What follows belongs to an exercise in optimizing a design on an open flow for small area, a short achievable clock period and few clock cycles per item; a production flow would make more cautious choices. Only simulation tests tie the RTL to the original design; equivalence was not proved. No activity file was given, so power comes from the tool's default toggle rates.

<file path="flow/run.sh">
#!/bin/bash
# synth_recipe.tcl (not shown) runs the flow's synth.tcl, then flattens the netlist and writes it again
# the make line also repeats each setting of config.mk as NAME=value (left out here)
make -C /OpenROAD-flow-scripts/flow DESIGN_CONFIG=/design/flow/config.mk WORK_HOME=/design/flow/orfs CLKGATE_MAP_FILE= SYNTH_SCRIPT=/design/flow/synth_recipe.tcl finish
</file>
<file path="flow/config.mk">
export PLATFORM = sky130hd
export DESIGN_NAME = centered_moving_average_unit
export DESIGN_NICKNAME = centered_moving_average_unit
export VERILOG_FILES = /design/flow/design.v
export SDC_FILE = /design/flow/constraint.sdc
export NUM_CORES = 4
export LEC_CHECK = 0
export ABC_CLOCK_PERIOD_IN_PS = 2500
export CAP_MARGIN = 20
export CORE_MARGIN = 2
export CORE_UTILIZATION = 40
export CTS_BUF_LIST = sky130_fd_sc_hd__clkbuf_4 sky130_fd_sc_hd__clkbuf_8
export SETUP_SLACK_MARGIN = 3.2
export SLEW_MARGIN = 20
export TNS_END_PERCENT = 10
</file>
<file path="flow/design.v">
package cma_pkg;
  localparam int CMA_MAX_HALF_WIDTH = 31;
  localparam int CMA_SAMPLE_BITS    = 24;
  localparam int VALUE_W = 24;
  localparam int YEAR_W  = 14;
  localparam int MONTH_W = 4;
  localparam int TAG_W   = YEAR_W + MONTH_W;
  localparam int CFG_W   = 5;
  localparam int TDATA_W = 48;
  localparam int CNT_W   = 6;                  
  localparam int ACC_W   = VALUE_W + CNT_W;    
endpackage
module cma_vline #(
  parameter int W     = 24,
  parameter int NSEG  = 5,
  parameter int LBASE = 2
) (
  input  logic            clk,
  input  logic            step,
  input  logic            tail,
  input  logic [NSEG-1:0] sel,
  input  logic [W-1:0]    din,
  output logic [W-1:0]    dout
);
  logic [W-1:0] chain [0:NSEG];
  assign chain[0] = din;
  for (genvar j = 0; j < NSEG; j++) begin : g_seg
    localparam int L = LBASE << j;
    logic [7:0] start;
    logic [7:0] first;
    logic [5:0] hold;
    logic [W-1:0] qv [0:L-1];
    if (j == 0) begin : g_s0
      assign start = '0;
    end else begin : g_sj
      assign start = 8'(LBASE) * 8'(sel[j-1:0]);
    end
    assign first = 8'(sel) - start;
    always_ff @(posedge clk) begin
      hold <= first[7] ? '0 : first[5:0];
    end
    for (genvar k = 0; k < L; k++) begin : g_st
      logic         sh;
      logic [W-1:0] q;
      assign sh = step || (tail && (hold <= 6'(k)));
      always_ff @(posedge clk) begin
        if (sh) q <= (k == 0) ? chain[j] : qv[(k == 0) ? 0 : k-1];
      end
      assign qv[k] = q;
    end
    assign chain[j+1] = sel[j] ? qv[L-1] : chain[j];
  end
  always_ff @(posedge clk) begin
    if (step || tail) dout <= chain[NSEG];
  end
endmodule
module cma_tline #(
  parameter int W     = 18,
  parameter int NSEG  = 5,
  parameter int LBASE = 1
) (
  input  logic            clk,
  input  logic            step,
  input  logic            tail,
  input  logic            clr,
  input  logic            mark,
  input  logic [NSEG-1:0] sel,
  input  logic [W-1:0]    din,
  output logic [W-1:0]    dout
);
  logic [W-1:0] chain [0:NSEG];
  logic         mchain [0:NSEG];
  assign chain[0]  = din;
  assign mchain[0] = mark;
  for (genvar j = 0; j < NSEG; j++) begin : g_seg
    localparam int L = LBASE << j;
    logic [W-1:0] qv [0:L-1];
    logic         mv [0:L-1];
    for (genvar k = 0; k < L; k++) begin : g_st
      logic         q_m;
      logic [W-1:0] q;
      always_ff @(posedge clk) begin
        if (step || (tail && !q_m)) q <= (k == 0) ? chain[j] : qv[(k == 0) ? 0 : k-1];
      end
      always_ff @(posedge clk) begin
        if (clr) begin
          q_m <= 1'b0;
        end else if (step) begin
          q_m <= (k == 0) ? mchain[j] : mv[(k == 0) ? 0 : k-1];
        end
      end
      assign qv[k] = q;
      assign mv[k] = q_m;
    end
    assign chain[j+1]  = sel[j] ? qv[L-1] : chain[j];
    assign mchain[j+1] = sel[j] ? mv[L-1] : mchain[j];
  end
  always_ff @(posedge clk) begin
    if (step || tail) dout <= chain[NSEG];
  end
endmodule
module cma_kadd #(
  parameter int W = 30
) (
  input  logic [W-1:0] a,
  input  logic [W-1:0] b,
  input  logic         ci,
  output logic [W-1:0] s
);
  localparam int L = $clog2(W + 1);
  logic [W:0] G [0:L];
  logic [W:0] P [0:L];
  assign G[0] = {a & b, ci};
  assign P[0] = {a ^ b, 1'b0};
  for (genvar l = 0; l < L; l++) begin : g_l
    for (genvar i = 0; i <= W; i++) begin : g_i
      if (i >= (1 << l)) begin : g_c
        assign G[l+1][i] = G[l][i] | (P[l][i] & G[l][i - (1 << l)]);
        assign P[l+1][i] = P[l][i] & P[l][i - (1 << l)];
      end else begin : g_n
        assign G[l+1][i] = G[l][i];
        assign P[l+1][i] = P[l][i];
      end
    end
  end
  assign s = (a ^ b) ^ G[L][W-1:0];
endmodule
import cma_pkg::*;
module cma_slot (
  input  logic               clk,
  input  logic               rst,
  input  logic               cfg,         
  input  logic               cfg_h0,      
  input  logic               part,        
  input  logic               tlast,       
  input  logic [VALUE_W-1:0] x,
  input  logic [VALUE_W-1:0] popv,        
  input  logic [4:0]         h,
  input  logic               h0,          
  output logic               busy,
  output logic               ended,
  output logic               emit,        
  output logic               user,        
  output logic               ended_nx,    
  output logic               busy_q,      
  output logic               ended_q,     
  output logic               done,        
  output logic [ACC_W-1:0]   cs_s,
  output logic [ACC_W-1:0]   cs_c,
  output logic [CNT_W-1:0]   n
);
  logic [5:0]       t;
  logic [4:0]       f;
  logic             short_q;
  logic             pv;        
  logic             ge2h;      
  logic             em;        
  logic             fdone;     
  logic [CNT_W-1:0] n0;
  logic [ACC_W-1:0] b_s;
  logic [ACC_W-1:0] b_c;
  logic [ACC_W-1:0] opa;
  logic [ACC_W-1:0] opb;
  logic [ACC_W-1:0] s1;
  logic [ACC_W-1:0] c1;
  logic [ACC_W-1:0] s2;
  logic [ACC_W-1:0] c2;
  logic             up;        
  logic             dn;        
  logic [4:0]       f1;
  logic [6:0]       t1;
  assign n0     = busy ? n : '0;
  assign b_s    = busy ? cs_s : '0;
  assign b_c    = busy ? cs_c : '0;
  assign up     = !ended && !pv && n0[0];
  assign dn     = ended && pv && !n0[0];
  assign opa    = ended ? '0 : ACC_W'(x);
  assign opb    = pv ? ~(ACC_W'(popv)) : '1;
  assign s1     = b_s ^ b_c ^ opa;
  assign c1     = {(b_s[ACC_W-2:0] & b_c[ACC_W-2:0]) | (b_s[ACC_W-2:0] & opa[ACC_W-2:0]) |
                   (b_c[ACC_W-2:0] & opa[ACC_W-2:0]), !dn};
  assign s2     = s1 ^ c1 ^ opb;
  assign c2     = {(s1[ACC_W-2:0] & c1[ACC_W-2:0]) | (s1[ACC_W-2:0] & opb[ACC_W-2:0]) |
                   (c1[ACC_W-2:0] & opb[ACC_W-2:0]), up};
  assign f1     = ended ? f + 5'd1 : 5'd0;
  assign t1     = {1'b0, t} + 7'd1;
  assign done   = part && (ended ? fdone : (tlast && h0));
  assign emit   = part && em;
  assign user   = done && (ended ? short_q : !ge2h);
  assign ended_nx = part ? ((ended || tlast) && !done) : ended;
  assign busy_q   = !(rst || cfg) && (part ? !done : busy);
  assign ended_q  = !(rst || cfg) && ended_nx;
  always_ff @(posedge clk) begin
    if (rst || cfg) begin
      busy  <= 1'b0;
      ended <= 1'b0;
      t     <= '0;
      f     <= '0;
      pv    <= 1'b0;
      ge2h  <= rst || cfg_h0;
      em    <= rst || cfg_h0;
      fdone <= 1'b0;
    end else if (part) begin
      if (done) begin
        busy  <= 1'b0;
        ended <= 1'b0;
        t     <= '0;
        f     <= '0;
        pv    <= 1'b0;
        ge2h  <= h0;
        em    <= h0;
        fdone <= 1'b0;
      end else begin
        busy  <= 1'b1;
        ended <= ended || tlast;
        t     <= (t == 6'd63) ? t : t1[5:0];
        f     <= f1;
        pv    <= ge2h;
        ge2h  <= (t1 >= {1'b0, h, 1'b0});
        em    <= (t1 >= {2'b00, h});
        fdone <= (f1 + 5'd1 == h);
      end
    end
  end
  always_ff @(posedge clk) begin
    if (part) begin
      short_q <= ended ? short_q : !ge2h;
      n       <= n0 + CNT_W'(!ended) - CNT_W'(pv);
      cs_s    <= s2;
      cs_c    <= c2;
    end
  end
endmodule
module cma_ksub #(
  parameter int W = 8
) (
  input  logic [W-1:0] a,
  input  logic [W-1:0] b,
  output logic         ge,
  output logic [W-1:0] d
);
  localparam int L = $clog2(W + 1);
  logic [W:0] G [0:L];
  logic [W:0] P [0:L];
  assign G[0] = {a & ~b, 1'b1};
  assign P[0] = {~(a ^ b), 1'b0};
  for (genvar l = 0; l < L; l++) begin : g_l
    for (genvar i = 0; i <= W; i++) begin : g_i
      if (i >= (1 << l)) begin : g_c
        assign G[l+1][i] = G[l][i] | (P[l][i] & G[l][i - (1 << l)]);
        assign P[l+1][i] = P[l][i] & P[l][i - (1 << l)];
      end else begin : g_n
        assign G[l+1][i] = G[l][i];
        assign P[l+1][i] = P[l][i];
      end
    end
  end
  assign d  = ~(a ^ b) ^ G[L][W-1:0];
  assign ge = G[L][W];
endmodule
module cma_divstage #(
  parameter int QW = 24,
  parameter int DW = 6
) (
  input  logic [DW-1:0] r_in,
  input  logic [QW-1:0] b_in,
  input  logic [DW-1:0] den,
  input  logic [DW+1:0] den3,
  output logic [DW-1:0] r_out,
  output logic [QW-1:0] b_out
);
  logic [DW+1:0] v;
  logic [DW+1:0] d1;
  logic [DW:0]   d2;
  logic [DW+1:0] d3;
  logic          g1;
  logic          g2;
  logic          g3;
  assign v = {r_in, b_in[QW-1:QW-2]};
  cma_ksub #(.W(DW+2)) u_s1 (.a(v),         .b({2'b00, den}), .ge(g1), .d(d1));
  cma_ksub #(.W(DW+1)) u_s2 (.a(v[DW+1:1]), .b({1'b0, den}),  .ge(g2), .d(d2));
  cma_ksub #(.W(DW+2)) u_s3 (.a(v),         .b(den3),         .ge(g3), .d(d3));
  assign r_out = g3 ? d3[DW-1:0] : g2 ? {d2[DW-2:0], v[0]} : g1 ? d1[DW-1:0] : v[DW-1:0];
  assign b_out = {b_in[QW-3:0], g2, g3 || (g1 && !g2)};
endmodule
module cma_divider #(
  parameter int QW = 24,
  parameter int DW = 6,
  parameter int XW = 20
) (
  input  logic             clk,
  input  logic             rst,
  input  logic             en,
  input  logic             in_valid,
  input  logic [QW+DW-1:0] in_num,
  input  logic [DW-1:0]    in_den,
  input  logic [DW+1:0]    in_den3,
  input  logic [XW-1:0]    in_side,
  output logic             out_valid,
  output logic [QW-1:0]    out_q,
  output logic [XW-1:0]    out_side
);
  localparam int NS = QW / 2;
  logic [NS:0]   v;
  logic [DW-1:0] r  [0:NS];
  logic [DW-1:0] d  [0:NS];
  logic [DW+1:0] d3 [0:NS];
  logic [QW-1:0] b  [0:NS];
  logic [XW-1:0] s  [0:NS];
  assign v[0]  = in_valid;
  assign r[0]  = in_num[QW+DW-1:QW];
  assign d[0]  = in_den;
  assign d3[0] = in_den3;
  assign b[0]  = in_num[QW-1:0];
  assign s[0]  = in_side;
  for (genvar g = 0; g < NS; g++) begin : g_st
    logic [DW-1:0] rn;
    logic [QW-1:0] bn;
    cma_divstage #(.QW(QW), .DW(DW)) u_stage (
      .r_in  (r[g]),
      .b_in  (b[g]),
      .den   (d[g]),
      .den3  (d3[g]),
      .r_out (rn),
      .b_out (bn)
    );
    logic          vq;
    logic [DW-1:0] rq;
    logic [DW-1:0] dq;
    logic [DW+1:0] d3q;
    logic [QW-1:0] bq;
    logic [XW-1:0] sq;
    always_ff @(posedge clk) begin
      if (rst) begin
        vq <= 1'b0;
      end else if (en) begin
        vq <= v[g];
      end
    end
    always_ff @(posedge clk) begin
      if (en) begin
        rq  <= rn;
        dq  <= d[g];
        d3q <= d3[g];
        bq  <= bn;
        sq  <= s[g];
      end
    end
    assign v[g+1]  = vq;
    assign r[g+1]  = rq;
    assign d[g+1]  = dq;
    assign d3[g+1] = d3q;
    assign b[g+1]  = bq;
    assign s[g+1]  = sq;
  end
  assign out_valid = v[NS];
  assign out_q     = b[NS];
  assign out_side  = s[NS];
endmodule
import cma_pkg::*;
module centered_moving_average_unit #(
  parameter int MAX_HALF_WIDTH = CMA_MAX_HALF_WIDTH,
  parameter int SAMPLE_BITS    = CMA_SAMPLE_BITS
) (
  input  logic               clk,
  input  logic               rst,
  input  logic               cfg_wr_en,
  input  logic [CFG_W-1:0]   cfg_wr_data,    
  input  logic               s_axis_tvalid,
  output logic               s_axis_tready,
  input  logic [TDATA_W-1:0] s_axis_tdata,   
  input  logic               s_axis_tlast,   
  output logic               m_axis_tvalid,
  input  logic               m_axis_tready,
  output logic [TDATA_W-1:0] m_axis_tdata,   
  output logic               m_axis_tlast,   
  output logic               m_axis_tuser    
);
  localparam int SIDE_W = TAG_W + 2;
  localparam int RES_W  = VALUE_W + SIDE_W;
  logic [4:0]         h;
  logic               clr;
  logic               in_valid;
  logic [VALUE_W-1:0] in_x;
  logic [TAG_W-1:0]   in_tag;
  logic               in_last;
  logic               acc;
  logic               en;
  logic               skid_valid;
  logic               skid_valid_nx;
  logic               ptr;
  logic [1:0]         s_busy, s_ended, s_emit, s_user, s_ended_nx, s_done, s_part;
  logic               h0;
  logic [ACC_W-1:0]   s_cs  [0:1];
  logic [ACC_W-1:0]   s_cc  [0:1];
  logic [CNT_W-1:0]   s_n   [0:1];
  logic               f_a, f_t, f_b;
  logic               f_a_nx, f_t_nx, in_valid_nx;
  logic               step_r, tail_r;
  logic               cb_nx, ce_nx, ob_nx;
  logic [1:0]         s_busy_q, s_ended_q;
  logic               step;
  logic               tail;
  logic               consume;
  logic               flip;
  logic               ptr_nx;
  logic [VALUE_W-1:0] popv;
  logic [TAG_W-1:0]   ctag;
  logic               e_valid;
  logic               e_slot;
  logic               e_last;
  logic               e_user;
  localparam int LO_W = ACC_W / 2;
  localparam int HI_W = ACC_W - LO_W;
  logic               a_valid;
  logic [LO_W:0]      a_lo;
  logic [HI_W-1:0]    a_hi;
  logic [CNT_W-1:0]   a_den;
  logic [SIDE_W-1:0]  a_side;
  logic [LO_W:0]      lo_sum [0:1];
  logic [HI_W-1:0]    hi_sum [0:1];
  logic               p_valid;
  logic [ACC_W-1:0]   p_num;
  logic [CNT_W-1:0]   p_den;
  logic [CNT_W+1:0]   p_den3;
  logic [SIDE_W-1:0]  p_side;
  logic               d_valid;
  logic [VALUE_W-1:0] d_q;
  logic [SIDE_W-1:0]  d_side;
  logic               arrive;
  logic [RES_W-1:0]   arr_data;
  logic [RES_W-1:0]   skid_data;
  logic [RES_W-1:0]   out_data;
  logic               out_take;
  assign clr = rst || cfg_wr_en;
  assign en  = !skid_valid;
  assign acc = s_axis_tvalid && s_axis_tready && !rst;
  always_ff @(posedge clk) begin
    if (rst) begin
      in_valid <= 1'b0;
    end else begin
      in_valid <= in_valid_nx;
    end
  end
  always_ff @(posedge clk) begin
    if (s_axis_tready) begin
      in_x    <= s_axis_tdata[VALUE_W-1:0];
      in_tag  <= s_axis_tdata[VALUE_W +: TAG_W];
      in_last <= s_axis_tlast;
    end
  end
  always_ff @(posedge clk) begin
    if (rst) begin
      s_axis_tready <= 1'b1;
    end else begin
      s_axis_tready <= !((in_valid && !consume && !cfg_wr_en) || acc) || (!skid_valid_nx && !ce_nx);
    end
  end
  always_ff @(posedge clk) begin
    if (rst) begin
      h  <= '0;
      h0 <= 1'b1;
    end else if (cfg_wr_en) begin
      h  <= cfg_wr_data;
      h0 <= (cfg_wr_data == '0);
    end
  end
  assign step    = en && (in_valid || f_a);
  assign consume = en && in_valid && !f_b;
  assign s_part[0] = en && (ptr ? s_busy[0] : (in_valid || f_b));
  assign s_part[1] = en && (ptr ? (in_valid || f_b) : s_busy[1]);
  assign tail = en && !in_valid && f_t;
  assign flip = ptr ? (s_ended_nx[1] && (!s_busy[0] || s_done[0]))
                    : (s_ended_nx[0] && (!s_busy[1] || s_done[1]));
  assign ptr_nx = clr ? 1'b0 : (step || tail) ? (ptr ^ flip) : ptr;
  assign cb_nx  = ptr_nx ? s_busy_q[1] : s_busy_q[0];
  assign ce_nx  = ptr_nx ? s_ended_q[1] : s_ended_q[0];
  assign ob_nx  = ptr_nx ? s_busy_q[0] : s_busy_q[1];
  assign in_valid_nx = (in_valid && !consume && !cfg_wr_en) || acc;
  assign f_a_nx      = ce_nx || (!cb_nx && ob_nx);
  assign f_t_nx      = ob_nx && cb_nx && !ce_nx;
  always_ff @(posedge clk) begin
    if (rst) begin
      f_a    <= 1'b0;
      f_t    <= 1'b0;
      f_b    <= 1'b0;
      step_r <= 1'b0;
      tail_r <= 1'b0;
    end else begin
      f_a    <= f_a_nx;
      f_t    <= f_t_nx;
      f_b    <= cb_nx && ce_nx;
      step_r <= !skid_valid_nx && (in_valid_nx || f_a_nx);
      tail_r <= !skid_valid_nx && !in_valid_nx && f_t_nx;
    end
  end
  always_ff @(posedge clk) begin
    if (clr) begin
      ptr <= 1'b0;
    end else begin
      ptr <= ptr_nx;
    end
  end
  for (genvar i = 0; i < 2; i++) begin : g_slot
    cma_slot u_slot (
      .clk      (clk),
      .rst      (rst),
      .cfg      (cfg_wr_en),
      .cfg_h0   (cfg_wr_data == '0),
      .part     (s_part[i]),
      .tlast    (in_last),
      .x        (in_x),
      .popv     (popv),
      .h        (h),
      .h0       (h0),
      .busy     (s_busy[i]),
      .ended    (s_ended[i]),
      .emit     (s_emit[i]),
      .user     (s_user[i]),
      .ended_nx (s_ended_nx[i]),
      .busy_q   (s_busy_q[i]),
      .ended_q  (s_ended_q[i]),
      .done     (s_done[i]),
      .cs_s     (s_cs[i]),
      .cs_c     (s_cc[i]),
      .n        (s_n[i])
    );
  end
  cma_vline #(.W(VALUE_W), .NSEG(5), .LBASE(2)) u_vline (
    .clk  (clk),
    .step (step_r),
    .tail (tail_r),
    .sel  (h),
    .din  (in_x),
    .dout (popv)
  );
  cma_tline #(.W(TAG_W), .NSEG(5), .LBASE(1)) u_tline (
    .clk  (clk),
    .step (step_r),
    .tail (tail_r),
    .clr  (clr || ((step || tail) && flip)),
    .mark (consume),
    .sel  (h),
    .din  (in_tag),
    .dout (ctag)
  );
  always_ff @(posedge clk) begin
    if (rst) begin
      e_valid <= 1'b0;
    end else if (en) begin
      e_valid <= s_emit[0] || s_emit[1];
    end
  end
  always_ff @(posedge clk) begin
    if (en) begin
      e_slot <= s_emit[1];
      e_last <= s_emit[1] ? s_done[1] : s_done[0];
      e_user <= s_emit[1] ? s_user[1] : s_user[0];
    end
  end
  for (genvar i = 0; i < 2; i++) begin : g_half
    assign lo_sum[i] = {1'b0, s_cs[i][LO_W-1:0]} + {1'b0, s_cc[i][LO_W-1:0]};
    assign hi_sum[i] = s_cs[i][ACC_W-1:LO_W] + s_cc[i][ACC_W-1:LO_W];
  end
  always_ff @(posedge clk) begin
    if (rst) begin
      a_valid <= 1'b0;
      p_valid <= 1'b0;
    end else if (en) begin
      a_valid <= e_valid;
      p_valid <= a_valid;
    end
  end
  always_ff @(posedge clk) begin
    if (en) begin
      a_lo   <= e_slot ? lo_sum[1] : lo_sum[0];
      a_hi   <= e_slot ? hi_sum[1] : hi_sum[0];
      a_den  <= e_slot ? s_n[1] : s_n[0];
      a_side <= {ctag, e_last, e_user};
      p_num  <= {a_hi + HI_W'(a_lo[LO_W]), a_lo[LO_W-1:0]};
      p_den  <= a_den;
      p_den3 <= {2'b00, a_den} + {1'b0, a_den, 1'b0};
      p_side <= a_side;
    end
  end
  cma_divider #(.QW(VALUE_W), .DW(CNT_W), .XW(SIDE_W)) u_div (
    .clk       (clk),
    .rst       (rst),
    .en        (en),
    .in_valid  (p_valid),
    .in_num    (p_num),
    .in_den    (p_den),
    .in_den3   (p_den3),
    .in_side   (p_side),
    .out_valid (d_valid),
    .out_q     (d_q),
    .out_side  (d_side)
  );
  assign arrive   = en && d_valid;
  assign arr_data = {d_side, d_q};
  assign out_take = !m_axis_tvalid || m_axis_tready;
  assign skid_valid_nx = out_take ? 1'b0 : (skid_valid || arrive);
  always_ff @(posedge clk) begin
    if (rst) begin
      m_axis_tvalid <= 1'b0;
      skid_valid    <= 1'b0;
    end else begin
      skid_valid <= skid_valid_nx;
      if (out_take) begin
        m_axis_tvalid <= skid_valid || arrive;
      end
    end
  end
  always_ff @(posedge clk) begin
    if (out_take) begin
      out_data <= skid_valid ? skid_data : arr_data;
    end
  end
  always_ff @(posedge clk) begin
    if (!out_take && !skid_valid) begin
      skid_data <= arr_data;
    end
  end
  assign m_axis_tdata = {{(TDATA_W - VALUE_W - TAG_W){1'b0}}, out_data[RES_W-1 -: TAG_W], out_data[VALUE_W-1:0]};
  assign m_axis_tlast = out_data[VALUE_W + 1];
  assign m_axis_tuser = out_data[VALUE_W];
endmodule
</file>
<file path="flow/constraint.sdc">
create_clock -name core_clock -period 5.5 [get_ports {clk}]
set_input_delay 1.1000 -clock core_clock [delete_from_list [all_inputs] [get_ports {clk}]]
set_output_delay 1.1000 -clock core_clock [all_outputs]
set_load 0.01 [all_outputs]
</file>
==> results of run 1 <==
[stage by stage]
stage	utilization (%)	power, mW
CTS	46.32	60.17
global placement	42.33	38.64
global route	47.15	63.91
finish	47.16	60.94
detailed placement	42.34	38.87
floorplan	-	36.65
[registers in the layout, indices dropped and copies added, names as in the netlist, 29 cells and up]
register / count
u_tline.g_seg.g_st.q: 558
u_div.g_st.dq: 55
u_div.g_st.sq: 240
p_num: 30
g_slot.u_slot.cs_s: 60
u_div.g_st.bq: 288
u_vline.g_seg.hold: 29
u_div.g_st.rq: 66
out_data: 44
skid_data: 44
g_slot.u_slot.cs_c: 60
u_tline.g_seg.g_st.q_m: 31
u_div.g_st.d3q: 88
u_vline.g_seg.g_st.q: 1488
[repair_timing]
action	CTS	global route
setup buffers	101	136
cloned	14	5
gates resized for setup	384	341
setup endpoints to repair	2369	2222
pin swaps	25	98
[logic make-up after synthesis]
| family | share of synthesized area, % |
|---|---|
| DFF | 79.85 |
| and+or+nand+nor | 3.827 |
| AOI/OAI and AO/OA | 3.945 |
| adders and majority gates | 5.523 |
| buffers and inverters | 1.452 |
| muxes | 3.971 |
| xor gates and xnor gates | 1.427 |
| other | 0.003024 |
[how the worst max path moves through the flow]
stage	start	to	slack, ns	cells past startpoint
after floorplan	skid_valid$_SDFF_PP0_	a_den[0]$_DFFE_PN_	-8.60	4
after global placement	rst	step_r$_SDFF_PP0_	1.98	7
after detailed placement	rst	step_r$_SDFF_PP0_	1.99	7
after CTS	out_data[25]$_DFFE_PP_	m_axis_tlast	2.73	1
after global routing	s_axis_tready$_SDFF_PP1_	s_axis_tready	2.76	1
final	s_axis_tready$_SDFF_PP1_	s_axis_tready	2.87	1
[area by class of cell]
class | count | area, sq um
multi-input cells | 2843 | 25460
repair inverters | 4 | 27.53
diodes | 12 | 30.03
well taps | 4120 | 5155
clock buffers | 732 | 8955
repair buffers | 447 | 4138
inverters | 338 | 1328
fillers | 25716 | 163100
flip-flops and latches | 3338 | 99070
clock inverters | 199 | 1358
[placed cells by master (no fill, tap or decap), drive strengths merged, types with 29 or more instances in the layout]
master / instances
mux2: 298
nand2: 256
o21a: 90
nand2b: 47
nor2b: 114
and2: 126
buf: 378
xor2: 76
nor3: 56
nor2: 231
clkdlybuf4s50: 52
clkinv: 151
mux2i: 96
dfxtp: 121
a21oi: 171
a211oi: 29
o21ai: 280
edfxtp: 3217
inv: 357
nand3: 63
clkbuf: 736
ha: 381
fa: 104
xnor2: 126
[power groups by stage]
| stage | sequential, mW | combinational (mW) | clock [mW] |
|---|---|---|---|
| 2_1_floorplan | 31.4 | 5.24 | 0 |
| 3_3_place_gp | 31.8 | 6.86 | 0 |
| 3_5_place_dp | 31.8 | 7.04 | 0 |
| 4_1_cts | 31.3 | 7.65 | 21.2 |
| 5_1_grt | 31.5 | 10.1 | 22.3 |
| 6_report | 31.3 | 9.19 | 20.4 |
[metal layers]
metal | routed length (um) | vias to the layer above | track usage (%)
li1 | - | 27015 | -
met1 | 100400 | 28887 | 19.11
met2 | 110800 | 1542 | 22.97
met3 | 14070 | 449 | 2.905
met4 | 7681 | 0 | 5.838
met5 | 0 | - | 0
==> results.yml, run 1 <==
run_status:
  status: "complete, no violations"
sta:
  relSlewSlack_pct: 27.12
  worst_slack_ns: 2.865
  skew_ns: 0.1060
  finalHoldViolCount: 0
  fin_crit_sh_pct: 47.90
  max_freq_mhz: 379.6
  drv_slew: 0
  setup_viol_count_final: 0
  hold_ws_ns: 0.3641
  tightest_slew_ns: 1.093
  fin_tns_setup_ns: 0
  min_period_ns: 2.635
  rsz0062_at_grt: "yes"
worst_setup_path:
  path_cells: "buf_6"
  worstReg2RegStart: "u_div.g_st[5].d3q[0]$_DFFE_PN_"
  cp_data_arrival_time_ns: 1.53
  crit_type: "register to primary output"
  r2r_end: "u_div.g_st[6].rq[0]$_DFFE_PN_"
  crit_required_ns: 4.40
  reg2regPathDepth: 9
  critPathLaunchType: "register"
  cp_top_family: "flip-flops"
  crit_fanout: 2
  end_kind: "primary output"
  rrSetupSlack_ns: 2.89
  crit_slowest_cell: "dfxtp_4"
  slowest_delay_ns: 0.42
  critPathBufInv: 1
logic_synthesis:
  synth.top_cell.area_share_pct: 77.90
  synth.most_common_cell: "edfxtp_1"
  synth_cell_types: 77
  syn_area_sq_mm: 0.1240
  syn_area_per_cell_sq_um: 18.73
  synth_common_cells: "3217 x edfxtp_1, 381 x ha_1, 333 x inv_1"
  ys_ff_latch: 3338
  async_reset_ff_share_pct: 0
  ys_seq_area_share_pct: 79.85
  synth.area.top_cells: "edfxtp_1 78%, ha_1 3.8%, mux2_4 2.0%, dfxtp_1 2.0%, fa_1 1.7%"
  synthCells: 6622
  synth-edff-count: 3217
  ys_warn_count: 46
  synth_area_leader_cell: "edfxtp_1"
  ys.flop_type: "edfxtp_1"
placed_design:
  place_ws_ns: 1.995
  place_inst: 10833
  place.gp.congestion: 0.8142
  dp_hpwl_um: 143800
  portBuffers: 98
  placed_cell_area_sq_mm: 0.1307
hold_path:
  min_path_cells: 0
  hold_start: "u_vline.g_seg[3].g_st[12].q[0]$_DFFE_PP_"
  hold_end: "u_vline.g_seg[3].g_st[13].q[0]$_DFFE_PP_"
  min_path_type: "register to register"
pwr:
  p_clk_share_pct: 33.6
  power_leakage_nw: 51.85
  p_comb_share_pct: 15.1
  ir_drop_uv: 207.9
  sw_frac_of_total_pct: 24.70
  intPower_mw: 45.89
  powerDensity_mw_per_mm2: 418.8
  power.switching_mw: 15.06
  p_seq_share_pct: 51.4
detailed_routing:
  detail_route.wl_per_cell_um: 19.35
  drt_wl_total_um: 232900
  via_per_inst: 4.811
  post-route-drc-count: 0
  drt_iter0_drc: 4611
  num_vias: 57893
  ant_nets: 0
  dr.pass1.iters: 7
clock_network:
  cts_sinks: 3338
  insertion_delay_ns: 1.05
  cts_tree: "yes"
  root_buffer: "clkbuf_8"
  path_clk_slew_ns: 0.06
  cts_made_buffers: 532
  hold_buffers: 0
  htreeDepth: 6
  cts_buffer_depth: 4
floorplanning:
  die_area_sq_mm: 0.3145
  dieHeight_um: 560.8
  initial_core_util_pct: 40.19
  die_w_um: 560.8
  coreArea_sq_mm: 0.3086
  row_count: 204
  io_pins: 111
global_routing:
  grt_max_degree: 184
  grt_antenna_before_repair: 27
  grt_pass1_vias: 59003
  grt.overflow.total: 0
  grt_usage_pct: 14.32
  grt_pass1_wl_um: 346000
layout:
  final_nets: 8048
  stdcell_count: 12033
  drive_above_1_share_pct: 23.98
  area_growth_pct: 17.35
  postLayoutCellArea_sq_mm: 0.1455
flow_run:
  max_cap_viol_count: 0
Testbench counts, summed over its fixed seeds: cycles 15,462, items 13,361.
==> run 2: changes to the inputs <==
--- a/flow/config.mk
+++ b/flow/config.mk
@@ -10,6 +10,6 @@
 export CORE_MARGIN = 2
 export CORE_UTILIZATION = 40
 export CTS_BUF_LIST = sky130_fd_sc_hd__clkbuf_4 sky130_fd_sc_hd__clkbuf_8
-export SETUP_SLACK_MARGIN = 3.2
+export SETUP_SLACK_MARGIN = 2.7
 export SLEW_MARGIN = 20
 export TNS_END_PERCENT = 10
==> run 2 against run 1 <==
Effect of this change:
- combinational power down 22%
- clock skew up 0.0047 ns
- largest power group unchanged
- area after synthesis unchanged
- sequential share of layout area up 2.0 points
- die area unchanged
- largest cell class unchanged
- critical path depth up 6
- final area down 2.9%
- still clean on timing, DRC and antenna
- flip-flop and latch count unchanged
- hold slack worse by 0.0027 ns
==> results.yml, run 2 <==
floorplanning:
  die_w_um: 560.8
  die_area_sq_mm: 0.3145
  io_pins: 111
  coreArea_sq_mm: 0.3086
  initial_core_util_pct: 40.19
  row_count: 204
  dieHeight_um: 560.8
logic_synthesis:
  synth.top_cell.area_share_pct: 77.90
  synth.area.top_cells: "edfxtp_1 78%, ha_1 3.8%, mux2_4 2.0%, dfxtp_1 2.0%, fa_1 1.7%"
  synth_area_leader_cell: "edfxtp_1"
  ys_ff_latch: 3338
  syn_area_per_cell_sq_um: 18.73
  ys_seq_area_share_pct: 79.85
  syn_area_sq_mm: 0.1240
  synthCells: 6622
  ys_warn_count: 46
  ys.flop_type: "edfxtp_1"
  synth.most_common_cell: "edfxtp_1"
  async_reset_ff_share_pct: 0
  synth_common_cells: "3217 x edfxtp_1, 381 x ha_1, 333 x inv_1"
  synth_cell_types: 77
  synth-edff-count: 3217
sta:
  fin_crit_sh_pct: 55.58
  rsz0062_at_grt: "yes"
  tightest_slew_ns: 1.084
  finalHoldViolCount: 0
  max_freq_mhz: 327.1
  fin_tns_setup_ns: 0
  relSlewSlack_pct: 27.76
  skew_ns: 0.1108
  min_period_ns: 3.057
  drv_slew: 0
  setup_viol_count_final: 0
pwr:
  power_leakage_nw: 50.14
  powerDensity_mw_per_mm2: 416.7
  ir_drop_uv: 208.1
placed_design:
  portBuffers: 98
  dp_hpwl_um: 143800
  placed_cell_area_sq_mm: 0.1307
  place.gp.congestion: 0.8142
global_routing:
  busiest_layer: "met2"
  grt_usage_pct: 13.84
  grt_max_degree: 184
  use_met2_pct: 22.09
  grt_pass1_vias: 58103
  grt_pass1_wl_um: 336300
  grt.overflow.total: 0
  grt_antenna_before_repair: 28
  grt_use_met3_pct: 2.689
  grt.met1_usage_pct: 18.64
detailed_routing:
  via_per_inst: 4.801
  num_vias: 56613
  dr.pass1.iters: 8
  drt_iter0_drc: 4461
  ant_nets: 0
  post-route-drc-count: 0
  drt_wl_total_um: 221100
  detail_route.wl_per_cell_um: 18.75
clock_network:
  htreeDepth: 6
  cts_buffer_depth: 4
  cts_sinks: 3338
  cts_made_buffers: 532
  cts_tree: "yes"
  root_buffer: "clkbuf_8"
  path_clk_slew_ns: 0.06
  insertion_delay_ns: 1.05
  hold_buffers: 0
worst_setup_path:
  cp_data_arrival_time_ns: 3.77
  end_kind: "register"
  crit_fanout: 6
  crit_required_ns: 6.22
  crit_type: "register to register"
  worstReg2RegStart: "u_div.g_st[6].d3q[0]$_DFFE_PN_"
  cp-startpoint: "u_div.g_st[6].d3q[0]$_DFFE_PN_"
  critPathLaunchType: "register"
layout:
  area_growth_pct: 13.97
  drive_above_1_share_pct: 17.57
  final_nets: 7801
  final_common_cell: "edfxtp_1"
  final_cell_mix: "3217 x edfxtp_1, 553 x clkbuf_8, 381 x ha_1"
  n_fill_cell: 26091
  postLayoutCellArea_sq_mm: 0.1413
  top_register: "u_vline.g_seg.g_st.q"
  largest_register_ffs: 1488
  utilization_pct: 45.80
  top_regs: "u_vline.g_seg.g_st.q (1488), u_tline.g_seg.g_st.q (558), u_div.g_st.bq (288)"
hold_path:
  min_path_type: "register to register"
  hold_start: "u_vline.g_seg[3].g_st[11].q[15]$_DFFE_PP_"
flow_run:
  max_cap_viol_count: 0
run_status:
  status: "complete, no violations"
[run 2: cell counts after synthesis]
Identical to the previous run, type by type.
[run 2: area by class of cell]
| cell class | instances | area [sq um] | share of cell area, % |
|---|---|---|---|
| sequential | 3338 | 99040 | 70.07 |
| clock buffer | 732 | 8955 | 6.336 |
| antenna | 17 | 42.54 | 0.03010 |
| inverter | 338 | 1295 | 0.9162 |
| clock inverter | 199 | 1358 | 0.9605 |
| multi-input combinational | 2839 | 23570 | 16.68 |
| tap | 4120 | 5155 | 3.647 |
| timing repair buffer | 208 | 1921 | 1.359 |
[run 2: stage by stage]
step / std cells / setup WS, ns / total power [mW] / hold slack (ns)
2_1_floorplan: 6631 / -8.601 / 36.65 / 0.4003
3_3_place_gp: 10831 / 1.978 / 38.64 / 0.4001
3_5_place_dp: 10833 / 1.995 / 38.87 / 0.4045
5_1_grt: 11779 / 2.330 / 61.86 / 0.3840
6_report: 11791 / 2.443 / 58.89 / 0.3614
4_1_cts: 11766 / 2.384 / 59.65 / 0.3780
[run 2: critical path: stages, from the launching register on]
cell and delay (ns):
edfxtp_1 0.48, ha_1 0.37, o21a_1 0.20, o41ai_1 0.59, o21ai_1 0.36, nor2b_1 0.26
a211o_1 0.29, mux2_2 0.26
[run 2: power by group]
part | leakage, nW | internal (mW) | total (mW) | switching (mW)
clock network | 5.42 | 11.1 | 20.4 | 9.35
logic | 12.9 | 3.24 | 7.18 | 3.94
registers | 31.8 | 30.3 | 31.3 | 0.939
[run 2: timing repair]
| item | 4_1_cts | 5_1_grt |
|---|---|---|
| resized for setup | 24 | 33 |
| pin swaps | 0 | 3 |
| setup endpoints to repair | 506 | 707 |
| setup buffers | 2 | 7 |
[run 2: metal layers]
metal  part of all wire, %  wire, um  vias up
li1                      -         -    26484
met1                    44     97370    28176
met2                    47    103500     1503
met3                   5.8     12800      450
met4                   3.3      7399        0
met5                     0         0        -
[run 2: logic make-up (layout without fill, tap and decap cells)]
| family | after synthesis | count (layout) | share of synthesized area, % |
|---|---|---|---|
| mux | 394 | 394 | 3.971 |
| buf+inv | 454 | 1477 | 1.452 |
| other cells | 1 | 27 | 0.003024 |
| simple gates | 970 | 970 | 3.827 |
| flops | 3338 | 3338 | 79.85 |
| fa+ha+maj | 485 | 485 | 5.523 |
| compound gates | 778 | 778 | 3.945 |
| xor+xnor | 202 | 202 | 1.427 |
[run 2: path summary, 6_finish.rpt]
check                                                    to  slack, ns  cells after the start
setup / recovery              u_div.g_st[7].rq[5]$_DFFE_PN_       2.44                      7
hold / removal    u_vline.g_seg[3].g_st[12].q[15]$_DFFE_PP_       0.36                      0
setup reg to reg              u_div.g_st[7].rq[5]$_DFFE_PN_       2.44                      7
hold reg to reg   u_vline.g_seg[3].g_st[12].q[15]$_DFFE_PP_       0.36                      0
==> run 3: changes to the inputs <==
--- a/flow/config.mk
+++ b/flow/config.mk
@@ -10,6 +10,6 @@
 export CORE_MARGIN = 2
 export CORE_UTILIZATION = 40
 export CTS_BUF_LIST = sky130_fd_sc_hd__clkbuf_4 sky130_fd_sc_hd__clkbuf_8
-export SETUP_SLACK_MARGIN = 2.7
+export SETUP_SLACK_MARGIN = 2.9
 export SLEW_MARGIN = 20
 export TNS_END_PERCENT = 10
==> run 3 against run 2 <==
Effect of this change:
- still clean on timing, DRC and antenna
- non-clock buffer count up 102
- wire length up 1.9%
- hold slack better by 0.0017 ns
- final cell count up 0.87%
- final area up 1.1%
- clock-buffer cell count unchanged
- first-iteration DRC count up 1.1%
- critical path depth down 1
- fmax up 15%
- combinational power up 13%
- flip-flop and latch count unchanged
- synthesized cell count unchanged
- critical path type unchanged
- largest power group unchanged
==> results.yml, run 3 <==
logic_synthesis:
  syn_area_per_cell_sq_um: 18.73
  ys_warn_count: 46
  synth.top_cell.area_share_pct: 77.90
  synth_common_cells: "3217 x edfxtp_1, 381 x ha_1, 333 x inv_1"
  synth_compound_area_share_pct: 3.945
  synth_mux_area_share_pct: 3.971
  synth_top_family_by_area: "adder cells"
  synth.most_common_cell: "edfxtp_1"
  synthCells: 6622
  synth_cell_types: 77
  syn_area_sq_mm: 0.1240
  synthAdderAreaFrac_pct: 5.523
  synth-edff-count: 3217
  async_reset_ff_share_pct: 0
  ys_seq_area_share_pct: 79.85
  ys_ff_latch: 3338
  synth.area.top_cells: "edfxtp_1 78%, ha_1 3.8%, mux2_4 2.0%, dfxtp_1 2.0%, fa_1 1.7%"
  synth_area_leader_cell: "edfxtp_1"
  synth_xor_area_share_pct: 1.427
  synth-simple-area-share_pct: 3.827
  ys.flop_type: "edfxtp_1"
detailed_routing:
  drt_wl_total_um: 225300
  via_per_inst: 4.805
  wl_met3_um: 12630
  num_vias: 57152
  dr.pass1.iters: 9
  ant_nets: 0
  wl_met2_um: 106200
  drt-met1-wl_um: 99180
  drt_iter0_drc: 4510
  top_layer: "met5"
  detail_route.wl_per_cell_um: 18.94
  post-route-drc-count: 0
worst_setup_path:
  crit_slowest_cell: "dfxtp_2"
  crit_path_frequent_cell: "mux2_2"
  rrSetupSlack_ns: 2.84
  cp-startpoint: "h[1]$_SDFFE_PP0P_"
  crit_required_ns: 6.22
  crit_type: "register to register"
  critPathBufInv: 2
  path_cells: "inv_8 -> buf_8 -> mux2_2 -> mux2_2 -> mux2_2 -> mux2_2"
  crit_fanout: 27
  cp_data_arrival_time_ns: 3.38
  worstReg2RegStart: "h[1]$_SDFFE_PP0P_"
  slowest_delay_ns: 0.42
  cp_top_family: "multiplexers"
  critPathLaunchType: "register"
  end_kind: "register"
sta:
  drv_slew: 0
  relSlewSlack_pct: 27.88
  setup_viol_count_final: 0
  finalHoldViolCount: 0
  skew_ns: 0.1088
  rsz0062_at_grt: "yes"
  fin_crit_sh_pct: 48.32
  fin_tns_setup_ns: 0
  min_period_ns: 2.658
  hold_ws_ns: 0.3631
  tightest_slew_ns: 1.082
  max_freq_mhz: 376.3
layout:
  final_common_cell: "edfxtp_1"
  top_register: "u_vline.g_seg.g_st.q"
  drive_above_1_share_pct: 20.63
  final_cell_mix: "3217 x edfxtp_1, 554 x clkbuf_8, 363 x ha_1"
  top_regs: "u_vline.g_seg.g_st.q (1488), u_tline.g_seg.g_st.q (558), u_div.g_st.bq (288)"
  area_growth_pct: 15.27
  final_nets: 7906
  largest_register_ffs: 1488
global_routing:
  grt.overflow.total: 0
  grt_max_degree: 184
  grt_antenna_before_repair: 29
  grt_pass1_wl_um: 338000
  grt_usage_pct: 13.92
  grt_pass1_vias: 58228
clock_network:
  cts_tree: "yes"
  root_buffer: "clkbuf_8"
  insertion_delay_ns: 1.05
  cts_buffer_depth: 4
  path_clk_slew_ns: 0.06
  cts_sinks: 3338
  cts_made_buffers: 532
  htreeDepth: 6
hold_path:
  hold_start: "u_vline.g_seg[3].g_st[12].q[0]$_DFFE_PP_"
  min_path_type: "register to register"
floorplanning:
  dieHeight_um: 560.8
  die_area_sq_mm: 0.3145
  initial_core_util_pct: 40.19
  io_pins: 111
  coreArea_sq_mm: 0.3086
  row_count: 204
  die_w_um: 560.8
run_status:
  status: "complete, no violations"
placed_design:
  portBuffers: 98
  dp_hpwl_um: 143800
  place.gp.congestion: 0.8142
flow_run:
  max_cap_viol_count: 0
pwr:
  power_leakage_nw: 50.81
  ir_drop_uv: 207.5
  powerDensity_mw_per_mm2: 418.3
[run 3: cell types whose count changed in the layout (fill, tap and decap cells not counted), sizes merged, moves of 3 or more]
cell / previous run / this run
clkdlybuf4s50: 94 / 52
dlygate4sd2: 3 / 0
clkbuf: 732 / 770
buf: 111 / 211
clkdlybuf4s15: 0 / 8
clkinvlp: 20 / 23
[run 3: final cells by class]
class,instances,area [sq um]
antenna,15,37.54
clock buffer,732,8955
clock inverter,199,1358
fill,25979,165600
inverter,338,1311
multi-input combinational,2840,24430
sequential,3338,99050
tap,4120,5155
timing repair buffer,310,2628
timing repair inverter,2,10.01
[run 3: per-layer routing]
layer / up-vias / track usage, %
li1: 26708 / -
met1: 28554 / 18.75
met2: 1456 / 22.22
met3: 432 / 2.689
met4: 2 / 5.644
met5: - / 0
[run 3: worst reg2reg max path: cells and delay by family (launching register included)]
kind,cells,cell delay (ns)
buffers and inverters,2,0.60
DFF,1,0.42
muxes,4,1.38
[run 3: cell families after synthesis]
group	Yosys count
flops	3338
simple gates	970
compound gates	778
fa+ha+maj	485
buf+inv	454
mux	394
xor+xnor	202
other cells	1
[run 3: path summary, 6_finish.rpt]
check / endpoint / depth (start not counted)
min reg2reg: u_vline.g_seg[3].g_st[13].q[0]$_DFFE_PP_ / 0
min: u_vline.g_seg[3].g_st[13].q[0]$_DFFE_PP_ / 0
max reg2reg: u_vline.dout[23]$_DFFE_PP_ / 6
max: u_vline.dout[23]$_DFFE_PP_ / 6
[run 3: report_power, final]
| part | switching, mW | internal, mW | leakage [nW] |
|---|---|---|---|
| clock | 9.34 | 11.1 | 5.42 |
| combinational | 4.32 | 3.76 | 13.5 |
| sequential | 0.951 | 30.3 | 31.8 |
[run 3: metrics by stage]
stage	util, %	setup slack (ns)	instances	power (mW)	instance area (sq um)
CTS	45.77	2.613	11773	59.62	141200
global route	46.31	2.764	11884	62.78	142900
floorplan	-	-8.601	6631	36.65	124100
detailed placement	42.34	1.995	10833	38.87	130700
finish	46.32	2.842	11894	59.80	142900
global placement	42.33	1.978	10831	38.64	130600
[run 3: timing repair]
item                                    in CTS  in global routing
pin swaps                                    0                 52
buffers inserted                             7                102
hold buffers                                 0                  0
cloned                                       2                  3
endpoints found under the setup margin     931               1045
resized for setup                          100                294
==> run 4: changes to the inputs <==
--- a/flow/config.mk
+++ b/flow/config.mk
@@ -10,6 +10,8 @@
 export CORE_MARGIN = 2
 export CORE_UTILIZATION = 40
 export CTS_BUF_LIST = sky130_fd_sc_hd__clkbuf_4 sky130_fd_sc_hd__clkbuf_8
+export CTS_CLUSTER_DIAMETER = 40
+export CTS_CLUSTER_SIZE = 20
 export SETUP_SLACK_MARGIN = 2.9
 export SLEW_MARGIN = 20
 export TNS_END_PERCENT = 10
==> run 4 against run 3 <==
Effect of this change:
- critical path type unchanged
- utilization is 0.48 points lower
- still clean
- critical path depth is 4 higher
- synthesized cell count stayed put
- non-clock buffer count is 56 lower
==> results.yml, run 4 <==
layout:
  n_fill_cell: 25940
  utilization_pct: 45.84
  final_cell_mix: "3217 x edfxtp_1, 418 x clkbuf_8, 367 x ha_1"
  top_register: "u_vline.g_seg.g_st.q"
  area_growth_pct: 14.07
  top_regs: "u_vline.g_seg.g_st.q (1488), u_tline.g_seg.g_st.q (558), u_div.g_st.bq (288)"
  final_nets: 7727
  drive_above_1_share_pct: 18.64
  multiInputGateArea_sq_mm: 0.02410
  final_common_cell: "edfxtp_1"
  largest_register_ffs: 1488
  layout.area.seq_sq_mm: 0.09905
placed_design:
  place.gp.congestion: 0.8142
  place_ws_ns: 1.995
  portBuffers: 98
  dp_hpwl_um: 143800
logic_synthesis:
  synthCells: 6622
  ys_seq_area_share_pct: 79.85
  synth-edff-count: 3217
  synth_cell_types: 77
  ys_ff_latch: 3338
  synth.most_common_cell: "edfxtp_1"
  syn_area_sq_mm: 0.1240
  ys.flop_type: "edfxtp_1"
  synth_area_leader_cell: "edfxtp_1"
  synth.top_cell.area_share_pct: 77.90
  synth.area.top_cells: "edfxtp_1 78%, ha_1 3.8%, mux2_4 2.0%, dfxtp_1 2.0%, fa_1 1.7%"
  async_reset_ff_share_pct: 0
  ys_warn_count: 46
  synth_common_cells: "3217 x edfxtp_1, 381 x ha_1, 333 x inv_1"
  syn_area_per_cell_sq_um: 18.73
floorplanning:
  initial_core_util_pct: 40.19
  row_count: 204
  die_area_sq_mm: 0.3145
  io_pins: 111
  coreArea_sq_mm: 0.3086
  die_w_um: 560.8
  dieHeight_um: 560.8
sta:
  rsz0062_at_grt: "yes"
  worst_slack_ns: 2.781
  relSlewSlack_pct: 27.11
  drv_slew: 0
  min_period_ns: 2.719
  tightest_slew_ns: 1.093
  finalHoldViolCount: 0
  setup_viol_count_final: 0
  skew_ns: 0.09872
  fin_crit_sh_pct: 49.43
  max_freq_mhz: 367.8
pwr:
  p_total_mw: 58.57
  ir_drop_uv: 241.0
  powerDensity_mw_per_mm2: 414.0
  power_leakage_nw: 49.86
worst_setup_path:
  reg2regPathDepth: 10
  critPathBufInv: 2
  cp_top_family: "compound AO/OA/AOI/OAI gates"
  cp_data_arrival_time_ns: 3.43
  r2r_end: "u_div.g_st[0].rq[4]$_DFFE_PN_"
  path_cells: "inv_1 -> ha_1 -> o21a_1 -> nor4_1 -> a21oi_1 -> a31oi_4 -> buf_4 -> mux2i_1 -> o21ai_0 -> mux2_2"
  rrSetupSlack_ns: 2.78
  critPathLaunchType: "register"
  crit_fanout: 6
  crit_slowest_cell: "edfxtp_1"
  end_kind: "register"
  crit_type: "register to register"
  worstReg2RegStart: "p_num[22]$_DFFE_PN_"
  slowest_delay_ns: 0.41
  crit_required_ns: 6.21
hold_path:
  min_path_cells: 0
  hold_start: "p_side[8]$_DFFE_PN_"
  min_path_type: "register to register"
  hold_end: "u_div.g_st[0].sq[8]$_DFFE_PN_"
clock_network:
  cts_buffer_depth: 4
  root_buffer: "clkbuf_8"
  cts_made_buffers: 409
  cts_tree: "yes"
  htreeDepth: 5
  insertion_delay_ns: 1.02
  path_clk_slew_ns: 0.08
  cts_sinks: 3338
global_routing:
  grt_antenna_before_repair: 28
  grt_usage_pct: 13.77
  grt_pass1_vias: 56840
  grt_max_degree: 184
  grt_pass1_wl_um: 334000
  grt.overflow.total: 0
run_status:
  status: "complete, no violations"
detailed_routing:
  drt_iter0_drc: 4504
  via_per_inst: 4.809
  drt_wl_total_um: 221400
  detail_route.wl_per_cell_um: 18.95
  num_vias: 56167
  post-route-drc-count: 0
  ant_nets: 0
  dr.pass1.iters: 6
flow_run:
  max_cap_viol_count: 0
==> run 4: cell counts after synthesis <==
Identical to the previous run, type by type.
==> run 4: kinds of logic (layout without fill, tap and decap cells) <==
logic type	Yosys count	after routing	share of synthesized area [%]
compound gates	778	778	3.945
xor+xnor	202	202	1.427
fa+ha+maj	485	485	5.523
buf+inv	454	1358	1.452
flops	3338	3338	79.85
mux	394	394	3.971
other cells	1	33	0.003024
simple gates	970	971	3.827
==> run 4: worst max-delay path by stage <==
stage	startpoint	endpoint	slack, ns	cells past startpoint
detailed placement	rst	step_r$_SDFF_PP0_	1.99	7
global route	out_data[25]$_DFFE_PP_	m_axis_tlast	2.67	1
finish	p_num[22]$_DFFE_PN_	u_div.g_st[0].rq[4]$_DFFE_PN_	2.78	10
CTS	out_data[25]$_DFFE_PP_	m_axis_tlast	2.64	1
global placement	rst	step_r$_SDFF_PP0_	1.98	7
floorplan	skid_valid$_SDFF_PP0_	a_den[0]$_DFFE_PN_	-8.60	4
==> run 4: final cells by class <==
| type | instances | area share, % |
|---|---|---|
| clock inverters | 318 | 2.554 |
| repair buffers | 254 | 1.563 |
| flip-flops and latches | 3338 | 70.02 |
| repair inverters | 2 | 0.007076 |
| diodes | 23 | 0.04069 |
| inverters | 338 | 0.9252 |
| well taps | 4120 | 3.644 |
| multi-input cells | 2840 | 17.03 |
| clock buffers | 446 | 4.211 |
==> run 4: worst reg2reg max path, cell delays in order, from the launching register on <==
cell      delay (ns)
edfxtp_1        0.41
inv_1           0.07
ha_1            0.34
o21a_1          0.22
nor4_1          0.23
a21oi_1         0.17
a31oi_4         0.30
buf_4           0.16
mux2i_1         0.18
o21ai_0         0.12
mux2_2          0.28
==> run 4: what timing repair did <==
item                       4_1_cts  5_1_grt
gates resized for setup        134      159
pin swaps                        0       32
hold buffers                     0        0
setup endpoints to repair      979     1071
setup buffers                    6       48
gates cloned                     2        2
==> run 4: stage by stage <==
step           setup TNS [ns]  hold slack, ns  cells  cell area [sq um]
6_report                    0          0.3892  11679             141500
5_1_grt                     0          0.3741  11668             141400
4_1_cts                     0          0.3640  11605             140500
3_5_place_dp                0          0.4045  10833             130700
3_3_place_gp                0          0.4001  10831             130600
2_1_floorplan        -7396.88          0.4003   6631             124100
==> run 4: where the power goes <==
part           internal, mW  leakage (nW)  switching [mW]
clock                  9.72          4.80            10.1
sequential             30.3          31.8           0.941
combinational          3.43          13.2            4.12
total                  43.4          49.9            15.1
==> run 4: metal layers <==
| metal | GRT usage (%) | routed length, um |
|---|---|---|
| met5 | 0 | 13 |
| met4 | 5.235 | 8055 |
| met3 | 2.783 | 12770 |
| met2 | 22.04 | 103400 |
| met1 | 18.56 | 97160 |
==> run 5: changes to the inputs <==
--- a/flow/config.mk
+++ b/flow/config.mk
@@ -9,7 +9,7 @@
 export CAP_MARGIN = 20
 export CORE_MARGIN = 2
 export CORE_UTILIZATION = 40
-export CTS_BUF_LIST = sky130_fd_sc_hd__clkbuf_4 sky130_fd_sc_hd__clkbuf_8
+export CTS_BUF_LIST = sky130_fd_sc_hd__clkbuf_8
 export CTS_CLUSTER_DIAMETER = 40
 export CTS_CLUSTER_SIZE = 20
 export SETUP_SLACK_MARGIN = 2.9
==> run 5 against run 4 <==
Effect of this change:
- hold slack worse by 0.00059 ns
- first-iteration DRC count increased by 2.7%
- utilization about the same
- critical path depth unchanged
- clock power is essentially flat
- via count is 0.17% higher
- area after synthesis unchanged
- sequential power hardly changed
- clock skew hardly changed
- critical endpoint unchanged
- largest cell class unchanged
==> results.yml, run 5 <==
logic_synthesis:
  ys_ff_latch: 3338
  ys_seq_area_share_pct: 79.85
  synth.top_cell.area_share_pct: 77.90
  async_reset_ff_share_pct: 0
  ys.flop_type: "edfxtp_1"
  syn_area_sq_mm: 0.1240
  synth_cell_types: 77
  synth.area.top_cells: "edfxtp_1 78%, ha_1 3.8%, mux2_4 2.0%, dfxtp_1 2.0%, fa_1 1.7%"
  synth_area_leader_cell: "edfxtp_1"
  syn_area_per_cell_sq_um: 18.73
  synthCells: 6622
  synth-edff-count: 3217
  synth.most_common_cell: "edfxtp_1"
  synth_common_cells: "3217 x edfxtp_1, 381 x ha_1, 333 x inv_1"
  ys_warn_count: 46
layout:
  top_register: "u_vline.g_seg.g_st.q"
  largest_register_ffs: 1488
  n_fill_cell: 25944
  layout.area.seq_sq_mm: 0.09905
  utilization_pct: 45.81
  drive_above_1_share_pct: 18.26
  final_cell_mix: "3217 x edfxtp_1, 418 x clkbuf_8, 367 x ha_1"
  multiInputGateArea_sq_mm: 0.02410
  area_growth_pct: 13.98
  postLayoutCellArea_sq_mm: 0.1414
  top_regs: "u_vline.g_seg.g_st.q (1488), u_tline.g_seg.g_st.q (558), u_div.g_st.bq (288)"
  final_nets: 7727
  final_common_cell: "edfxtp_1"
detailed_routing:
  detail_route.wl_per_cell_um: 18.95
  ant_nets: 0
  num_vias: 56265
  dr.pass1.iters: 6
  post-route-drc-count: 0
  via_per_inst: 4.818
  drt_wl_total_um: 221300
  drt_iter0_drc: 4627
global_routing:
  grt_pass1_vias: 56820
  grt_pass1_wl_um: 333900
  grt_usage_pct: 13.77
  grt_use_met3_pct: 2.775
  grt_max_degree: 184
  use_met2_pct: 22.03
  grt.met1_usage_pct: 18.57
  busiest_layer: "met2"
  grt.overflow.total: 0
  grt_antenna_before_repair: 28
clock_network:
  htreeDepth: 5
  cts_sinks: 3338
  cts_made_buffers: 409
  cts_tree: "yes"
  path_clk_slew_ns: 0.08
  insertion_delay_ns: 1.02
  cts_buffer_depth: 4
  root_buffer: "clkbuf_8"
pwr:
  ir_drop_uv: 240.7
  intPower_mw: 43.25
  power.switching_mw: 15.12
  p_comb_share_pct: 12.9
  p_clk_share_pct: 33.6
  sw_frac_of_total_pct: 25.90
  power_leakage_nw: 49.88
  p_seq_share_pct: 53.5
  powerDensity_mw_per_mm2: 412.9
floorplanning:
  io_pins: 111
  die_w_um: 560.8
  initial_core_util_pct: 40.19
  dieHeight_um: 560.8
  coreArea_sq_mm: 0.3086
  die_area_sq_mm: 0.3145
  row_count: 204
worst_setup_path:
  crit_type: "register to register"
  crit_fanout: 6
  critPathLaunchType: "register"
  end_kind: "register"
  crit_required_ns: 6.21
  cp_data_arrival_time_ns: 3.43
sta:
  rsz0062_at_grt: "yes"
  finalHoldViolCount: 0
  relSlewSlack_pct: 26.59
  min_period_ns: 2.719
  fin_crit_sh_pct: 49.44
  max_freq_mhz: 367.7
  tightest_slew_ns: 1.101
  drv_slew: 0
  setup_viol_count_final: 0
  skew_ns: 0.09892
flow_run:
  max_cap_viol_count: 0
placed_design:
  portBuffers: 98
  placed_cell_area_sq_mm: 0.1307
  place.gp.congestion: 0.8142
  dp_hpwl_um: 143800
hold_path:
  min_path_type: "register to register"
run_status:
  status: "complete, no violations"
run 5: cell count changes in the layout (fill, tap and decap cells not counted):
| cell | previous run | this run |
|---|---|---|
| clkbuf_4 | 29 | 0 |
| inv_1 | 321 | 350 |
| o21ai_0 | 218 | 219 |
| o21ai_1 | 41 | 40 |
run 5: power by group through the flow:
stage,Sequential (mW),Combinational [mW],Clock (mW)
detailed placement,31.8,7.04,0
finish,31.2,7.55,19.6
global route,31.5,8.43,21.4
floorplan,31.4,5.24,0
global placement,31.8,6.86,0
CTS,31.3,7.12,20.3
run 5: worst paths after layout:
kind	to	slack (ns)	start	cells after the start
max	u_div.g_st[0].rq[4]$_DFFE_PN_	2.78	p_num[22]$_DFFE_PN_	10
min reg2reg	u_div.g_st[0].sq[8]$_DFFE_PN_	0.39	p_side[8]$_DFFE_PN_	0
max reg2reg	u_div.g_st[0].rq[4]$_DFFE_PN_	2.78	p_num[22]$_DFFE_PN_	10
min	u_div.g_st[0].sq[8]$_DFFE_PN_	0.39	p_side[8]$_DFFE_PN_	0
run 5: metal layers:
metal | routed length [um] | part of all wire (%) | vias to the layer above
met5 | 13 | 0.0059 | -
met3 | 12880 | 5.8 | 454
met2 | 103400 | 47 | 1314
met4 | 8057 | 3.6 | 2
met1 | 96990 | 44 | 28136
li1 | - | - | 26359
run 5: final cells by class:
type	instances	area share [%]
timing repair buffer	254	1.564
clock inverter	347	2.633
timing repair inverter	2	0.007081
multi-input combinational	2840	17.05
tap	4120	3.647
sequential	3338	70.07
inverter	338	0.9259
antenna	23	0.04072
clock buffer	417	4.060
run 5: kinds of logic (layout without fill, tap and decap cells):
logic type / count (synthesis) / count (layout) / synth area share [%]
AND/OR/NAND/NOR: 970 / 971 / 3.827
adder cells (fa/ha/maj): 485 / 485 / 5.523
XOR/XNOR: 202 / 202 / 1.427
multiplexers: 394 / 394 / 3.971
AO/OA/AOI/OAI: 778 / 778 / 3.945
buffers and inverters: 454 / 1358 / 1.452
other: 1 / 33 / 0.003024
flip-flops: 3338 / 3338 / 79.85
run 5: per-stage QoR:
step / hold slack, ns / total power, mW / setup slack, ns / std cells / setup TNS (ns)
6_report: 0.3886 / 58.37 / 2.781 / 11679 / 0
5_1_grt: 0.3741 / 61.25 / 2.671 / 11668 / 0
3_3_place_gp: 0.4001 / 38.64 / 1.978 / 10831 / 0
4_1_cts: 0.3640 / 58.70 / 2.642 / 11605 / 0
2_1_floorplan: 0.4003 / 36.65 / -8.601 / 6631 / -7396.88
3_5_place_dp: 0.4045 / 38.87 / 1.995 / 10833 / 0
run 5: critical path: stages (launching register included):
cell	delay (ns)
edfxtp_1	0.41
inv_1	0.06
ha_1	0.34
o21a_1	0.22
nor4_1	0.23
a21oi_1	0.17
a31oi_4	0.30
buf_4	0.16
mux2i_1	0.18
o21ai_0	0.12
mux2_2	0.28
run 5: what timing repair did:
| action | CTS | global route |
|---|---|---|
| setup buffers | 6 | 48 |
| hold buffers | 0 | 0 |
| endpoints found under the setup margin | 979 | 1076 |
| pin swaps | 0 | 32 |
| gates resized for setup | 134 | 158 |
| cloned | 2 | 2 |
==> run 6: changes to the inputs <==
--- a/flow/config.mk
+++ b/flow/config.mk
@@ -10,7 +10,7 @@
 export CORE_MARGIN = 2
 export CORE_UTILIZATION = 40
 export CTS_BUF_LIST = sky130_fd_sc_hd__clkbuf_8
-export CTS_CLUSTER_DIAMETER = 40
+export CTS_CLUSTER_DIAMETER = 60
 export CTS_CLUSTER_SIZE = 20
 export SETUP_SLACK_MARGIN = 2.9
 export SLEW_MARGIN = 20
==> run 6 against run 5 <==
Effect of this change:
- largest cell class unchanged
- critical path depth decreased by 1
- final cell count decreased by 3.2%
- global-route usage down 0.26 points
- setup slack got worse by 0.0082 ns
- sequential share of layout area rose by 2.4 points
- clock-buffer cell count is 195 lower
- sequential power is essentially flat
- via count shrank 2.4%
- clock power is 38% lower
- total power shrank 12%
==> results.yml, run 6 <==
global_routing:
  grt_pass1_wl_um: 327000
  grt_antenna_before_repair: 29
  grt_pass1_vias: 54795
  grt_max_degree: 184
  grt_usage_pct: 13.51
  grt.overflow.total: 0
floorplanning:
  die_w_um: 560.8
  dieHeight_um: 560.8
  coreArea_sq_mm: 0.3086
  die_area_sq_mm: 0.3145
  row_count: 204
  initial_core_util_pct: 40.19
  io_pins: 111
layout:
  final_common_cell: "edfxtp_1"
  top_register: "u_vline.g_seg.g_st.q"
  n_fill_cell: 26308
  drive_above_1_share_pct: 13.88
  final_nets: 7568
  top_regs: "u_vline.g_seg.g_st.q (1488), u_tline.g_seg.g_st.q (558), u_div.g_st.bq (288)"
  final_cell_mix: "3217 x edfxtp_1, 393 x inv_1, 366 x ha_1"
  area_growth_pct: 10.17
  largest_register_ffs: 1488
worst_setup_path:
  crit_required_ns: 6.18
  crit_fanout: 6
  rrSetupSlack_ns: 2.77
  r2r_end: "u_div.g_st[0].rq[2]$_DFFE_PN_"
  cp_data_arrival_time_ns: 3.41
  worstReg2RegStart: "p_num[22]$_DFFE_PN_"
  crit_type: "register to register"
  critPathLaunchType: "register"
  reg2regPathDepth: 9
  end_kind: "register"
sta:
  fin_crit_sh_pct: 49.59
  min_period_ns: 2.728
  drv_slew: 0
  max_freq_mhz: 366.6
  tightest_slew_ns: 1.063
  fin_tns_setup_ns: 0
  rsz0062_at_grt: "yes"
  relSlewSlack_pct: 29.16
  skew_ns: 0.1208
  hold_ws_ns: 0.3827
  setup_viol_count_final: 0
  finalHoldViolCount: 0
detailed_routing:
  wl_met3_um: 10490
  drt-met1-wl_um: 98430
  drt_wl_total_um: 219300
  dr.pass1.iters: 6
  ant_nets: 0
  detail_route.wl_per_cell_um: 19.40
  num_vias: 54913
  via_per_inst: 4.857
  post-route-drc-count: 0
  top_layer: "met4"
  drt_iter0_drc: 4562
  wl_met2_um: 103000
logic_synthesis:
  synth_cell_types: 77
  ys_ff_latch: 3338
  syn_area_per_cell_sq_um: 18.73
  synth-edff-count: 3217
  ys_seq_area_share_pct: 79.85
  ys_warn_count: 46
  synth.area.top_cells: "edfxtp_1 78%, ha_1 3.8%, mux2_4 2.0%, dfxtp_1 2.0%, fa_1 1.7%"
  synthCells: 6622
  synth.top_cell.area_share_pct: 77.90
  ys.flop_type: "edfxtp_1"
  synth_area_leader_cell: "edfxtp_1"
  async_reset_ff_share_pct: 0
  synth.most_common_cell: "edfxtp_1"
  syn_area_sq_mm: 0.1240
  synth_common_cells: "3217 x edfxtp_1, 381 x ha_1, 333 x inv_1"
hold_path:
  hold_start: "u_div.g_st[3].bq[0]$_DFFE_PN_"
  hold_end: "u_div.g_st[4].bq[2]$_DFFE_PN_"
  min_path_cells: 0
  min_path_type: "register to register"
clock_network:
  cts_buffer_depth: 4
  path_clk_slew_ns: 0.11
  root_buffer: "clkbuf_8"
  cts_tree: "yes"
  cts_sinks: 3338
  insertion_delay_ns: 1.05
  cts_made_buffers: 219
  hold_buffers: 0
  htreeDepth: 4
flow_run:
  max_cap_viol_count: 0
placed_design:
  dp_hpwl_um: 143800
  portBuffers: 98
  place.gp.congestion: 0.8142
pwr:
  ir_drop_uv: 262.6
  powerDensity_mw_per_mm2: 374.4
  power_leakage_nw: 47.68
run_status:
  status: "complete, no violations"
## run 6: cell count changes in the layout (fill, tap and decap cells not counted), sizes merged, moves of 6 or more
cell / change
bufinv: -31
clkbuf: -195
diode: -6
clkinv: -101
clkdlybuf4s15: +9
clkinvlp: -31
buf: +29
inv: -39
## run 6: area by class of cell
cell class                 count  area, sq um  area share, %
multi-input combinational   2839        24270          17.77
inverter                     338         1314         0.9616
tap                         4120         5155          3.773
timing repair buffer         286         2572          1.883
sequential                  3338        99060          72.50
timing repair inverter         2        10.01       0.007326
clock inverter               145         1147         0.8398
antenna                       17        42.54        0.03114
clock buffer                 222         3055          2.236
## run 6: cells by family (layout without fill, tap and decap cells)
kind of cell | after synthesis | after routing | synth area share, %
and+or+nand+nor | 970 | 970 | 3.827
adders and majority gates | 485 | 485 | 5.523
xor gates and xnor gates | 202 | 202 | 1.427
DFF | 3338 | 3338 | 79.85
buffers and inverters | 454 | 993 | 1.452
AOI/OAI and AO/OA | 778 | 778 | 3.945
muxes | 394 | 394 | 3.971
other | 1 | 27 | 0.003024
## run 6: worst max-delay path, stage by stage, from the launching register on
cell and delay, ns:
edfxtp_1 0.43, inv_1 0.07, ha_1 0.34, o21a_1 0.21
nor4_1 0.22, a21oi_1 0.17, a31oi_4 0.30, mux2_2 0.36
o21ai_0 0.20, o21ai_0 0.12
## run 6: report_power, final
| group | internal, mW | switching, mW | leakage [nW] |
|---|---|---|---|
| Combinational | 3.65 | 4.23 | 13.5 |
| Sequential | 30.3 | 0.943 | 31.8 |
| Clock | 4.26 | 7.80 | 2.38 |
## run 6: worst max-delay path by stage
stage,to,slack (ns),from,cells after the start
3_5_place_dp,step_r$_SDFF_PP0_,1.99,rst,7
5_1_grt,s_axis_tready,2.65,s_axis_tready$_SDFF_PP1_,1
3_3_place_gp,step_r$_SDFF_PP0_,1.98,rst,7
4_1_cts,m_axis_tlast,2.63,out_data[25]$_DFFE_PP_,1
6_report,u_div.g_st[0].rq[2]$_DFFE_PN_,2.77,p_num[22]$_DFFE_PN_,9
2_1_floorplan,a_den[0]$_DFFE_PN_,-8.60,skid_valid$_SDFF_PP0_,4
## run 6: metal layers
metal	vias to the layer above	global-route usage, %
li1	25753	-
met1	27678	18.68
met2	1133	21.93
met3	349	2.095
met4	0	4.360
met5	-	0
## run 6: stage by stage
step	worst slack (ns)	power (mW)	area [sq um]	cells	utilization, %
after floorplan	-8.601	36.65	124100	6631	-
after global placement	1.978	38.64	130600	10831	42.33
after detailed placement	1.995	38.87	130700	10833	42.34
after CTS	2.629	51.02	135100	11207	43.79
after global routing	2.653	53.73	136600	11298	44.27
final	2.772	51.16	136600	11307	44.27
## run 6: timing repair
| item | 4_1_cts | 5_1_grt |
|---|---|---|
| buffers inserted | 6 | 76 |
| pin swaps | 0 | 44 |
| endpoints found under the setup margin | 1076 | 1271 |
| gates resized for setup | 146 | 199 |
| gates cloned | 1 | 4 |

[re-timing with driven ports]
The flow's constraints put no driver on any port. The routed layouts listed below were extracted and timed again, unchanged, in two steps. Step 1: set_driving_cell puts a clkbuf_16 on clk and a buf_2 on each other input, an assumption about the parent block. Step 2, shift: input delay + t, output delay - t, t = (earliest + latest rising clock arrival at the registers) / 2. This alone moves slack from input paths to output paths. Three values: ideal ports, drivers, drivers and shift; two values: the first two.
run	shift t [ns]	setup slack, ns
run 1	1.065	2.865 / 2.779 / 1.995
run 2	1.067	2.443 / 2.443 / 1.965
run 3	1.065	2.842 / 2.768 / 1.986
run 4	1.068	2.781 / 2.728 / 2.038
run 5	1.067	2.781 / 2.729 / 2.027
run 6	1.083	2.772 / 2.688 / 2.001
After both steps every run listed still meets setup and hold.
